This is an optimization exercise on Yosys and OpenROAD, whose aim is small area, not a production implementation. The RTL was checked by simulation tests, not by an equivalence proof against the original design. No activity file was given, so power comes from the tool's default toggle rates.

$ cat design/flow/design.v
`timescale 1ns / 1ps
package sdaq_pkg;
   localparam int QUEUE_DEPTH_DEF = 16;
   localparam int TIME_WIDTH_DEF  = 32;
   localparam int ID_W      = 8;
   localparam int DUR_W     = 16;
   localparam int NOW_W     = 32;
   localparam int TPU_W     = 10;
   localparam int PROD_W    = DUR_W + TPU_W;
   localparam int CNT_OUT_W = 5;
   localparam logic [TPU_W-1:0] TPU_RESET = TPU_W'(100);
   localparam int CSR_ADDR_W = 3;
   localparam int CSR_DATA_W = 32;
   localparam logic [0:0] REG_TICKS_PER_UNIT = 1'b0;
   localparam logic OP_SLEEP = 1'b0;
   localparam logic OP_CHECK = 1'b1;
   localparam logic STATUS_OK   = 1'b0;
   localparam logic STATUS_FULL = 1'b1;
   typedef struct packed {
      logic             operation;
      logic [ID_W-1:0]  waiter_id;
      logic [DUR_W-1:0] duration;
      logic [NOW_W-1:0] now;
   } req_type;
   typedef struct packed {
      logic                 woke;
      logic [ID_W-1:0]      woken_id;
      logic                 last;
      logic                 status;
      logic [CNT_OUT_W-1:0] waiting_count;
   } rsp_type;
   typedef enum logic [3:0] {
      S_IDLE,
      S_MUL,
      S_ADD,
      S_SCAN_RD,
      S_SCAN_CMP,
      S_SHIFT_RD,
      S_SHIFT_WR,
      S_INSERT,
      S_CHK_RD,
      S_CHK_CMP,
      S_REPLY
   } state_type;
endpackage
`timescale 1ns / 1ps
module sdaq_ram #(
   parameter int WIDTH = 8,
   parameter int DEPTH = 16
) (
   input  logic                     clock,
   input  logic                     we,
   input  logic [$clog2(DEPTH)-1:0] waddr,
   input  logic [WIDTH-1:0]         wdata,
   input  logic [$clog2(DEPTH)-1:0] raddr,
   output logic [WIDTH-1:0]         rdata
);
   logic [WIDTH-1:0] mem [DEPTH];
   logic [WIDTH-1:0] rdata_ff;
   always_ff @(posedge clock) begin
      if (we) begin
         mem[waddr] <= wdata;
      end
      rdata_ff <= mem[raddr];
   end
   assign rdata = rdata_ff;
endmodule
`timescale 1ns / 1ps
import sdaq_pkg::*;
module sorted_deadline_alarm_queue #(
   parameter int QUEUE_DEPTH = QUEUE_DEPTH_DEF,
   parameter int TIME_WIDTH  = TIME_WIDTH_DEF
) (
   input  logic                  clock,
   input  logic                  reset,
   input  logic                  req_valid,
   output logic                  req_stall,
   input  sdaq_pkg::req_type     req_data,
   output logic                  rsp_valid,
   input  logic                  rsp_stall,
   output sdaq_pkg::rsp_type     rsp_data,
   input  logic                  psel,
   input  logic                  penable,
   input  logic                  pwrite,
   input  logic [CSR_ADDR_W-1:0] paddr,
   input  logic [CSR_DATA_W-1:0] pwdata,
   output logic [CSR_DATA_W-1:0] prdata,
   output logic                  pready
);
   localparam int ENT_W = TIME_WIDTH + ID_W;    
   localparam int W     = 4;                    
   localparam int L     = ENT_W / W;            
   localparam int DLC   = TIME_WIDTH / W;       
   localparam int CW    = $clog2(L);
   localparam int NR    = 15;                   
   localparam logic [2:0] S_IDLE = 3'd0;
   localparam logic [2:0] S_DROP = 3'd1;
   localparam logic [2:0] S_CALC = 3'd2;
   localparam logic [2:0] S_SCAN = 3'd3;
   localparam logic [2:0] S_POP  = 3'd4;
   localparam logic [2:0] S_INS  = 3'd5;
   logic [TPU_W-1:0] tpu_ff;
   logic             csr_wr;
   logic             csr_hit;
   assign pready  = 1'b1;
   assign csr_hit = (paddr[CSR_ADDR_W-1:2] == REG_TICKS_PER_UNIT);
   assign csr_wr  = psel && penable && pwrite;
   assign prdata  = csr_hit ? CSR_DATA_W'(tpu_ff) : '0;
   always_ff @(posedge clock) begin
      if (reset) begin
         tpu_ff <= TPU_RESET;
      end else if (csr_wr && csr_hit) begin
         tpu_ff <= pwdata[TPU_W-1:0];
      end
   end
   logic [2:0]      state_ff;
   logic [CW-1:0]   c_ff;         
   logic [3:0]      q_ff;         
   logic [4:0]      n_ff;         
   logic [4:0]      i_ff;         
   logic            rsp_valid_ff;
   logic            woke_ff, flag_ff;    
   logic [ID_W-1:0] id_ff;
   logic            c_last, op, inloop;
   assign c_last = c_ff[3] && c_ff[0];
   assign op     = req_data.operation;
   assign inloop = !((state_ff == S_CALC) || (state_ff == S_INS) ||
                     ((state_ff == S_SCAN) && !op));
   logic [W*NR*L-1:0] ring_ff;
   logic [W*L-1:0]    s_ff;
   logic [W-1:0]      x, tap, s_out, y, s_in;
   assign x     = ring_ff[W-1:0];
   assign tap   = ring_ff[W*L +: W];
   assign s_out = s_ff[W-1:0];
   always_ff @(posedge clock) begin
      ring_ff <= {y, ring_ff[W*NR*L-1:W]};
      s_ff    <= {s_in, s_ff[W*L-1:W]};
   end
   logic f1_ff, f2_ff;
   logic [W*L-1:0] dur_v, new_v;
   logic [W-1:0]   a, b, sum, new_lane;
   logic           cy_in, cy_out;
   logic           calc, c0, pass_now, first, idc, rbit;
   assign calc     = (state_ff == S_CALC);
   assign c0       = (c_ff == '0);
   assign dur_v    = (W*L)'(req_data.duration);
   assign new_v    = {req_data.waiter_id, req_data.now};
   assign new_lane = c_ff[3] ? (c_ff[0] ? new_v[39:36] : new_v[35:32])
                             : new_v[W*c_ff[2:0] +: W];
   assign pass_now = i_ff[4];
   assign first    = (i_ff == 5'd6);
   assign rbit     = tpu_ff[~i_ff[3:0]];
   assign idc      = calc && pass_now && c_ff[3];
   always_comb begin
      if (!calc) begin
         a = tap;
         b = ~(op ? new_lane : s_out);
      end else begin
         if (first || idc) begin
            a = '0;
         end else if (pass_now) begin
            a = s_out;
         end else begin
            a = {s_out[W-2:0], c0 ? 1'b0 : f2_ff};
         end
         if (pass_now) begin
            b = new_lane;
         end else begin
            b = (rbit && !c_ff[3] && !c_ff[2]) ? dur_v[W*c_ff[1:0] +: W] : '0;
         end
      end
      cy_in = (c0 || idc) ? !calc : f1_ff;
      {cy_out, sum} = {1'b0, a} + {1'b0, b} + (W+1)'(cy_in);
   end
   logic nz, later, cmp_end;
   assign cmp_end = (c_ff[2:0] == 3'd7);
   assign nz      = (c0 ? 1'b0 : f2_ff) | (|sum);
   assign later   = nz && !sum[W-1];
   always_ff @(posedge clock) begin
      f1_ff <= cy_out;
      f2_ff <= calc ? s_out[W-1] : nz;
   end
   assign y    = inloop ? s_out : x;
   assign s_in = calc   ? sum :
                 inloop ? x   : s_out;
   logic pop_go, scan_eval, scan_done, accept;
   assign pop_go    = (state_ff == S_POP) && (q_ff == 4'd0) && !rsp_valid_ff;
   assign scan_eval = (i_ff != '0) || (q_ff == (inloop ? 4'd15 : 4'd14));
   assign scan_done = (i_ff == n_ff) || later;
   logic [3:0] q_inc;
   logic [4:0] i_step, n_step;
   logic       down;
   assign down   = (state_ff == S_POP);
   assign q_inc  = ((state_ff == S_INS) ? i_ff[3:0] : q_ff) + 1'b1;
   assign i_step = i_ff + {{4{down}}, 1'b1};
   assign n_step = n_ff + {{4{down}}, 1'b1};
   always_comb begin
      accept = 1'b0;
      case (state_ff)
         S_IDLE: accept = !rsp_valid_ff && !op && (n_ff == 5'd16);
         S_SCAN: accept = op && cmp_end && scan_eval && scan_done;
         S_INS:  accept = c_last;
         default: accept = 1'b0;
      endcase
   end
   assign req_stall = !accept;
   always_ff @(posedge clock) begin
      if (pop_go && c_last) begin
         id_ff <= {x, s_ff[W*L-1 -: W]};
      end
   end
   logic emit, scan_hit;
   assign scan_hit = cmp_end && scan_eval && scan_done;
   assign emit     = (req_valid && accept && (state_ff == S_IDLE)) ||
                     ((state_ff == S_INS) && c_last) ||
                     (scan_hit && op && (i_ff == '0)) ||
                     (pop_go && c_last);
   always_ff @(posedge clock) begin
      if (emit) begin
         woke_ff <= (state_ff == S_POP);
         flag_ff <= (state_ff == S_IDLE);    
      end
   end
   always_ff @(posedge clock) begin
      if (reset) begin
         state_ff     <= S_IDLE;
         c_ff         <= '0;
         q_ff         <= '0;
         n_ff         <= '0;
         rsp_valid_ff <= 1'b0;
      end else begin
         c_ff         <= c_last ? '0 : c_ff + 1'b1;
         rsp_valid_ff <= emit || (rsp_valid_ff && rsp_stall);
         if (c_last) begin
            q_ff <= q_inc;
         end
         case (state_ff)
            S_IDLE: begin
               if (req_valid && !rsp_valid_ff && !accept && c_last) begin
                  state_ff <= op ? S_SCAN : S_DROP;
                  i_ff     <= '0;
               end
            end
            S_DROP: begin
               if (c_last && (q_ff == 4'd15)) begin
                  state_ff <= S_CALC;
                  i_ff     <= 5'd6;
               end
            end
            S_CALC: begin
               if (c_last) begin
                  if (pass_now) begin
                     state_ff <= S_SCAN;
                     i_ff     <= '0;
                  end else begin
                     i_ff <= i_step;
                  end
               end
            end
            S_SCAN: begin
               if (scan_hit) begin
                  state_ff <= !op ? S_INS : (i_ff == '0) ? S_IDLE : S_POP;
               end else if (cmp_end && scan_eval) begin
                  i_ff <= i_step;
               end
            end
            S_INS: begin
               if (c_last) begin
                  state_ff <= S_IDLE;
                  q_ff     <= q_inc;
                  n_ff     <= n_step;
               end
            end
            S_POP: begin
               if (pop_go && c_last) begin
                  n_ff <= n_step;
                  q_ff <= q_ff;    
                  i_ff <= i_step;
                  if (i_ff == 5'd1) begin
                     state_ff <= S_IDLE;
                  end
               end
            end
            default: begin
               state_ff <= S_IDLE;
            end
         endcase
      end
   end
   assign rsp_valid              = rsp_valid_ff;
   assign rsp_data.woke          = woke_ff;
   assign rsp_data.woken_id      = woke_ff ? id_ff : '0;
   assign rsp_data.last          = !(woke_ff && (state_ff == S_POP));
   assign rsp_data.status        = flag_ff;
   assign rsp_data.waiting_count = n_ff;
endmodule
$ cat design/flow/flow/run.sh
#!/bin/bash
# The standard layout (the standard.sh: ORFS from synthesis to the
# final layout) with three changes: the port buffers are made of the
# smallest buffer cell, clock tree synthesis inserts no dummy loads, and the
# constant outputs share the single tie cell synthesis made.
set -e
export BUFFER_PORTS_ARGS="-buffer_cell sky130_fd_sc_hd__buf_1"
export SKIP_REPAIR_TIE_FANOUT=1
export CTS_ARGS="-sink_clustering_enable -repair_clock_nets -buf_list sky130_fd_sc_hd__clkbuf_8 -sink_clustering_size 20 -sink_clustering_max_diameter 80 -dont_use_dummy_load"
bash standard.sh > standard.log 2>&1
$ cat design/flow/standard.sh
#!/bin/bash
# synth_recipe.tcl (not shown) runs the flow's synth.tcl, then flattens the netlist and writes it again
# the make line also repeats each setting of config.mk as NAME=value (left out here)
make -C /OpenROAD-flow-scripts/flow DESIGN_CONFIG=/design/flow/config.mk WORK_HOME=/design/flow/orfs CLKGATE_MAP_FILE= SYNTH_SCRIPT=/design/flow/synth_recipe.tcl "${@:-finish}"
$ cat design/flow/config.mk
export PLATFORM = sky130hd
export DESIGN_NAME = sorted_deadline_alarm_queue
export DESIGN_NICKNAME = sorted_deadline_alarm_queue
export VERILOG_FILES = /design/flow/design.v
export SDC_FILE = /design/flow/constraint.sdc
export NUM_CORES = 4
export LEC_CHECK = 0
export ABC_AREA = 1
export CAP_MARGIN = 20
export CORE_MARGIN = 2
export CORE_UTILIZATION = 40
export CTS_BUF_LIST = sky130_fd_sc_hd__clkbuf_8
export CTS_CLUSTER_DIAMETER = 60
export CTS_CLUSTER_SIZE = 20
export SLEW_MARGIN = 20
$ cat design/flow/constraint.sdc
create_clock -name core_clock -period 10.0 [get_ports {clock}]
set_input_delay 2.0000 -clock core_clock [delete_from_list [all_inputs] [get_ports {clock}]]
set_output_delay 2.0000 -clock core_clock [all_outputs]
set_load 0.01 [all_outputs]
==> flow_summary.yaml, run 1 <==
power:
  intPower_w: 0.00353
  powerDensity_nw_per_um2: 254
  peakVddDrop_v: 0.000125
  p_clk_frac: 0.236
  combPwrFrac: 0.066
  pwr-share-seq: 0.698
  p_sw_w: 0.00101
  power.leakage_nw: 7.17
  swShare: 0.222
clock_network:
  cts_hold_buf: 0
  cts_buffer_depth: 3
  clock_latency_ps: 560
  cts.sinks: 684
  cts_max_level: 2
  tritoncts: "yes"
  post_cts_resized: 0
  root_buffer: "clkbuf_8"
  cts_inserted_buffers: 40
  cts_setup_buffers: 0
  clk_pin_slew_worst_paths_ps: 100
logic_synthesis:
  synth_top_area_cell: "dfxtp_1"
  synth.yosys.warnings: 1
  synth_flop_cell: "dfxtp_1"
  ys_ff_latch: 684
  synth_area_leaders: "dfxtp_1 (81%), edfxtp_1 (2.7%), nand2_1 (2.3%)"
  synthArstFlopShare: 0
  synth.yosys.seq_area_share: 0.840
  netlist_instances: 1184
  synth_edf_count: 15
  netlist_area_um2: 16500
  synth_top_cell_area_share: 0.813
  syn_nets: 1300
  yosysUniqueCellTypes: 45
  avgSynthCellArea_um2: 13.9
place:
  placed_cell_area_um2: 17300
  place.gp.congestion: 0.838
  hpwl_um: 13100
  io_buffers: 102
sta:
  setup_violations: 0
  hold_viol: 0
  slew_headroom: 0.517
  final_max_slew_viol_count: 0
  rsz0062_at_grt: "no"
  skew_ps: 50.3
  tightestPinTransition_ps: 724
  fin_crit_sh: 0.687
  tns_ps: 0
  max_freq_mhz: 146
  min_period_ps: 6870
global_route:
  overflow: 0
  grt_use_met3: 0.0240
  grt_start_max_net_pins: 29
  use_met1: 0.144
  grt_pass1_vias: 7157
  use_met2: 0.147
  grt.busiest_layer: "met2"
  grt_pass1_wl_um: 34800
  antenna_found_initial: 1
  track_usage: 0.101
finish:
  drive_gt1_frac: 0.0484
  regArea_um2: 13800
  final_area_um2: 17800
  syn_to_final_growth_pct: 8.11
  multi_input_area_um2: 2090
  layout.nets: 1400
  fillCellCount: 3712
critical_path:
  worst_setup_path_start_kind: "input pin"
  worstPathRequired_ps: 8000
  r2r_slack_ps: 5470
  rr_worst_depth: 18
  worstPathMaxFanout: 3
  critical_path_arrival_ps: 4870
  worstSetupEndpointType: "output pin"
  startpoint: "req_data[4]"
  r2r-start: "state_ff[2]"
  r2r_end: "i_ff[1]"
  crit_type: "input pin to output pin"
routing:
  routedWlPerCell_um: 11.7
  vias: 7536
  vias_per_cell: 4.15
  totalWireLength_um: 21200
  drtIter0Drc: 303
  antenna_left: 0
  first_pass_iters: 5
  route.detailed.drc: 0
die:
  placementRows: 74
  initial_core_util: 0.405
  core_area_um2: 40700
  die_h_um: 207
  die_area_um2: 42800
  pin_count: 150
  die_width_um: 207
worst_hold_path:
  hold_depth: 0
  worstHoldEndpoint: "ring_ff[244]"
  hold_class: "register to register"
  hold_start: "ring_ff[248]"
status:
  status: "finished clean"
flow_run:
  drv_cap: 0
[critical path: stages]
cell,delay (ps)
buf_1,70
o21ai_0,230
o22ai_1,110
a21oi_1,220
nand2_1,70
o21ai_0,90
o21ai_0,90
a21oi_1,190
fa_1,230
inv_1,60
fa_1,400
xor2_1,260
nand3_1,150
nand2_1,130
nand2_1,110
nand4_2,140
nand2_1,90
inv_1,70
buf_1,150
[layer usage]
metal	wire length [um]	share of wire
met3	1080	0.051
met4	590	0.028
met1	11200	0.53
met2	8310	0.39
met5	0	0
[sequential cells by signal, indices dropped and copies added (netlist names), named ones only]
register,cells
state_ff,3
flag_ff,1
f1_ff,1
ring_ff,600
woke_ff,1
c_ff,4
n_ff,5
rsp_valid_ff,1
tpu_ff,10
f2_ff,1
s_ff,40
id_ff,8
i_ff,5
[cell usage after synthesis (12+ instances only)]
cell and number:
buf_4 26, o22ai_1 12, nand2_1 100, ha_1 13, a21oi_1 33, nand3_1 16
clkbuf_1 13, edfxtp_1 15, inv_1 70, nor2_1 60, o21ai_0 69, dfxtp_1 669
[how the worst max path moves through the flow]
stage                 to  slack, ps
5_1_grt        req_stall       2930
4_1_cts        req_stall       3160
2_1_floorplan  req_stall       3830
6_report       req_stall       3130
3_5_place_dp   req_stall       3170
3_3_place_gp   req_stall       3220
[layout by cell type (no fill, tap or decap), types with 11 or more instances in the layout]
cell,n
dfxtp_1,669
buf_1,102
nand2_1,100
inv_1,70
o21ai_0,69
nor2_1,60
clkbuf_8,40
a21oi_1,33
nand3_1,16
edfxtp_1,15
ha_1,13
o22ai_1,12
xor2_1,11
[area by class of cell]
cell class	instances	share of cell area
Antenna cell	1	0.000140
Multi-Input combinational cell	382	0.117
Tap cell	532	0.0374
Clock buffer	40	0.0309
Sequential cell	684	0.777
Timing Repair Buffer	104	0.0223
Inverter	72	0.0152
[kinds of logic after synthesis]
logic type      count (synthesis)  synth area share
compound gates                144            0.0496
xor+xnor                       14           0.00744
fa+ha+maj                      17            0.0147
buf+inv                       118            0.0334
flops                         684             0.840
mux                             1          0.000607
other cells                     2          0.000456
simple gates                  204            0.0538
[power groups by stage]
stage / sequential, W / clock [W] / combinational [W]
after global routing: 0.00320 / 0.00123 / 0.000346
after CTS: 0.00317 / 0.00113 / 0.000302
after floorplan: 0.00317 / 0 / 0.000240
after global placement: 0.00322 / 0 / 0.000293
final: 0.00316 / 0.00107 / 0.000301
after detailed placement: 0.00322 / 0 / 0.000300
[through the flow]
stage	setup slack [ps]	power, W	hold slack [ps]	instances	util
finish	3130	0.00453	265	1815	0.437
global route	2930	0.00478	279	1814	0.437
CTS	3160	0.00460	267	1814	0.437
detailed placement	3170	0.00352	312	1774	0.424
global placement	3220	0.00352	310	1774	0.424
floorplan	3830	0.00341	310	1184	-
==> run 2, diff against run 1 <==
--- a/design/flow/design.v
+++ b/design/flow/design.v
@@ -95,5 +95,4 @@
    localparam int NR    = 15;                   
    localparam logic [2:0] S_IDLE = 3'd0;
-   localparam logic [2:0] S_DROP = 3'd1;
    localparam logic [2:0] S_CALC = 3'd2;
    localparam logic [2:0] S_SCAN = 3'd3;
@@ -217,5 +216,5 @@
                      (pop_go && c_last);
    always_ff @(posedge clock) begin
-      if (emit) begin
+      if (!rsp_valid_ff) begin
          woke_ff <= (state_ff == S_POP);
          flag_ff <= (state_ff == S_IDLE);    
@@ -238,12 +237,11 @@
             S_IDLE: begin
                if (req_valid && !rsp_valid_ff && !accept && c_last) begin
-                  state_ff <= op ? S_SCAN : S_DROP;
-                  i_ff     <= '0;
-               end
-            end
-            S_DROP: begin
-               if (c_last && (q_ff == 4'd15)) begin
-                  state_ff <= S_CALC;
-                  i_ff     <= 5'd6;
+                  if (op) begin
+                     state_ff <= S_SCAN;
+                     i_ff     <= '0;
+                  end else if (q_ff == 4'd15) begin
+                     state_ff <= S_CALC;
+                     i_ff     <= 5'd6;
+                  end
                end
             end
--- a/design/flow/flow/run.sh
+++ b/design/flow/flow/run.sh
@@ -7,4 +7,4 @@
 export BUFFER_PORTS_ARGS="-buffer_cell sky130_fd_sc_hd__buf_1"
 export SKIP_REPAIR_TIE_FANOUT=1
-export CTS_ARGS="-sink_clustering_enable -repair_clock_nets -buf_list sky130_fd_sc_hd__clkbuf_8 -sink_clustering_size 20 -sink_clustering_max_diameter 80 -dont_use_dummy_load"
+export CTS_ARGS="-sink_clustering_enable -repair_clock_nets -buf_list sky130_fd_sc_hd__clkbuf_8 -sink_clustering_size 20 -sink_clustering_max_diameter 60 -dont_use_dummy_load"
 bash standard.sh > standard.log 2>&1
==> flow_summary.yaml, run 2 <==
sta:
  rsz0062_at_grt: "no"
  final_max_slew_viol_count: 0
  hold_viol: 0
  slew_headroom: 0.483
  skew_ps: 58.3
  fin_crit_sh: 0.677
  tightestPinTransition_ps: 767
  min_period_ps: 6770
  setup_violations: 0
  max_freq_mhz: 148
  tns_ps: 0
critical_path:
  crit_type: "input pin to output pin"
  crit_family: "adder cells"
  crit_buf_inv: 5
  crit_chain: "buf_1 > inv_1 > nor2_1 > inv_1 > o21ai_0 > a21oi_1 > fa_1 > inv_1 > fa_1 > nand2_1 > nor2_1 > nand2_2 > nand2_2 > nand2_1 > nand3_2 > o21ai_1 > nand2_1 > buf_1"
  worstPathRequired_ps: 8000
  critical_path_arrival_ps: 4770
  worstSetupEndpointType: "output pin"
  r2r_end: "i_ff[4]"
  slowest_stage: "fa_1"
  rr_worst_depth: 17
  worst_setup_path_start_kind: "input pin"
  worstPathMaxFanout: 5
  r2r_slack_ps: 5580
  critical_path.max_stage_delay_ps: 450
  r2r-start: "i_ff[1]"
die:
  core_area_um2: 40800
  die_area_um2: 43100
  die_h_um: 208
  initial_core_util: 0.406
  placementRows: 74
  pin_count: 150
  die_width_um: 208
logic_synthesis:
  netlist_instances: 1199
  ys_top_cells_by_count: "dfxtp_1 (669), nand2_1 (81), nor2_1 (76)"
  synth_edf_count: 15
  yosysUniqueCellTypes: 42
  synth_top_area_cell: "dfxtp_1"
  synthArstFlopShare: 0
  synth.yosys.warnings: 1
  yosysMostFrequentCell: "dfxtp_1"
  synth_area_leaders: "dfxtp_1 (81%), edfxtp_1 (2.7%), o21ai_0 (2.1%)"
  netlist_area_um2: 16600
  avgSynthCellArea_um2: 13.8
  synth_flop_cell: "dfxtp_1"
  synth_top_cell_area_share: 0.808
  synth.yosys.seq_area_share: 0.835
  ys_ff_latch: 684
  syn_nets: 1315
global_route:
  grt_start_max_net_pins: 32
  antenna_found_initial: 0
  overflow: 0
  grt_pass1_vias: 7416
  grt_pass1_wl_um: 36800
  track_usage: 0.103
clock_network:
  tritoncts: "yes"
  root_buffer: "clkbuf_8"
  post_cts_resized: 0
  cts_setup_buffers: 0
  cts_max_level: 2
  clock_latency_ps: 570
  cts.sinks: 684
  cts_hold_buf: 0
  cts_inserted_buffers: 42
  cts_buffer_depth: 3
  clk_pin_slew_worst_paths_ps: 110
flow_run:
  drv_cap: 0
routing:
  first_pass_iters: 5
  route.detailed.drc: 0
  highest_layer: "met4"
  totalWireLength_um: 21900
  vias_per_cell: 4.17
  routedWlPerCell_um: 11.9
  wl_met1_um: 11500
  drtIter0Drc: 365
  antenna_left: 0
  vias: 7650
  dr_wl_met2_um: 8650
  wl_met3_um: 1200
worst_hold_path:
  hold_start: "ring_ff[140]"
  hold_depth: 0
  hold_class: "register to register"
  worstHoldEndpoint: "ring_ff[136]"
status:
  status: "finished clean"
finish:
  syn_to_final_growth_pct: 8.28
  postLayoutCoreUtil: 0.439
  n_antenna_cell: 0
  largest_register_ffs: 600
  reg.largest.list: "ring_ff (600), s_ff (40), tpu_ff (10)"
  drive_gt1_frac: 0.0614
  final_common_cell: "dfxtp_1"
  layout.nets: 1420
  largest-register: "ring_ff"
  final_area_um2: 17900
  final_cells: 1834
  mostFrequentLayoutCells: "dfxtp_1 (669), buf_1 (102), nand2_1 (81)"
place:
  placed_cell_area_um2: 17400
  io_buffers: 102
  place_inst: 1792
  hpwl_um: 13500
  place.gp.congestion: 0.881
power:
  power.leakage_nw: 7.12
  peakVddDrop_v: 0.000131
  powerDensity_nw_per_um2: 247
run 2: area by class of cell:
| type | count | area [um2] |
|---|---|---|
| Inverter | 78 | 294 |
| Sequential cell | 684 | 13800 |
| Timing Repair Buffer | 103 | 390 |
| Fill cell | 3702 | 22900 |
| Multi-Input combinational cell | 395 | 2170 |
| Tap cell | 532 | 666 |
| Clock buffer | 42 | 578 |
run 2: power by group:
group | leakage [nW] | switching, W | internal [W]
registers | 5.53 | 0.0000533 | 0.00287
logic | 1.28 | 0.000277 | 0.000139
clock network | 0.302 | 0.000718 | 0.000381
run 2: worst register-to-register path: cells and delay by family, from the launching register on:
kind | cells | cell delay [ps]
compound gates | 4 | 1470
fa+ha+maj | 2 | 760
buf+inv | 3 | 340
flops | 1 | 520
simple gates | 8 | 970
run 2: cells by family after synthesis:
kind of cell / count (synthesis) / synth area share
adder cells (fa/ha/maj): 17 / 0.0146
flip-flops: 684 / 0.835
XOR/XNOR: 9 / 0.00476
other: 2 / 0.000453
AO/OA/AOI/OAI: 152 / 0.0519
buffers and inverters: 120 / 0.0336
AND/OR/NAND/NOR: 215 / 0.0593
run 2: per-layer routing:
layer	GRT usage	vias up
met4	0.0387	0
met5	0	-
met3	0.0250	47
met1	0.151	3469
li1	-	3959
met2	0.146	175
run 2: worst max-delay path by stage:
stage	from	endpoint	cells after the start
after floorplan	req_data[4]	req_stall	19
after global placement	req_data[56]	req_stall	18
after detailed placement	req_data[56]	req_stall	18
after CTS	req_data[56]	req_stall	18
after global routing	req_data[56]	req_stall	18
final	req_data[56]	req_stall	18
run 2: through the flow:
step	hold WS, ps	total power, W	setup slack, ps
final	279	0.00444	3230
after global placement	310	0.00339	3300
after global routing	289	0.00467	2950
after CTS	285	0.00450	3250
after detailed placement	312	0.00340	3260
after floorplan	310	0.00329	3780

[what the ideal ports hide]
No port has a modelled driver above. Below, the same layouts with a new extraction and two added sets of constraints. Step 1 (the two cells are an assumption about what drives the block):
set clk [get_ports {clock}]
set_driving_cell -lib_cell sky130_fd_sc_hd__clkbuf_16 $clk
set_driving_cell -lib_cell sky130_fd_sc_hd__buf_2 [delete_from_list [all_inputs] $clk]
Step 2 also shifts input and output timing later by t, the mid clock arrival at the registers, as if the neighbouring blocks saw the same clock. Slacks: ideal ports / drivers / drivers and shift; pairs: ideal ports / drivers.
run	t, ns	slack for setup (ns)	worst register clock-pin slew, ns
run 1	0.592	3.132 / 3.108 / 3.108	0.12 / 0.12
run 2	0.587	3.227 / 3.174 / 3.174	0.11 / 0.11
After both steps setup and hold are still met in every run listed. For run 2, which loses most, drivers alone change the setup slack by -0.053 ns; drivers and shift together by -0.053 ns.
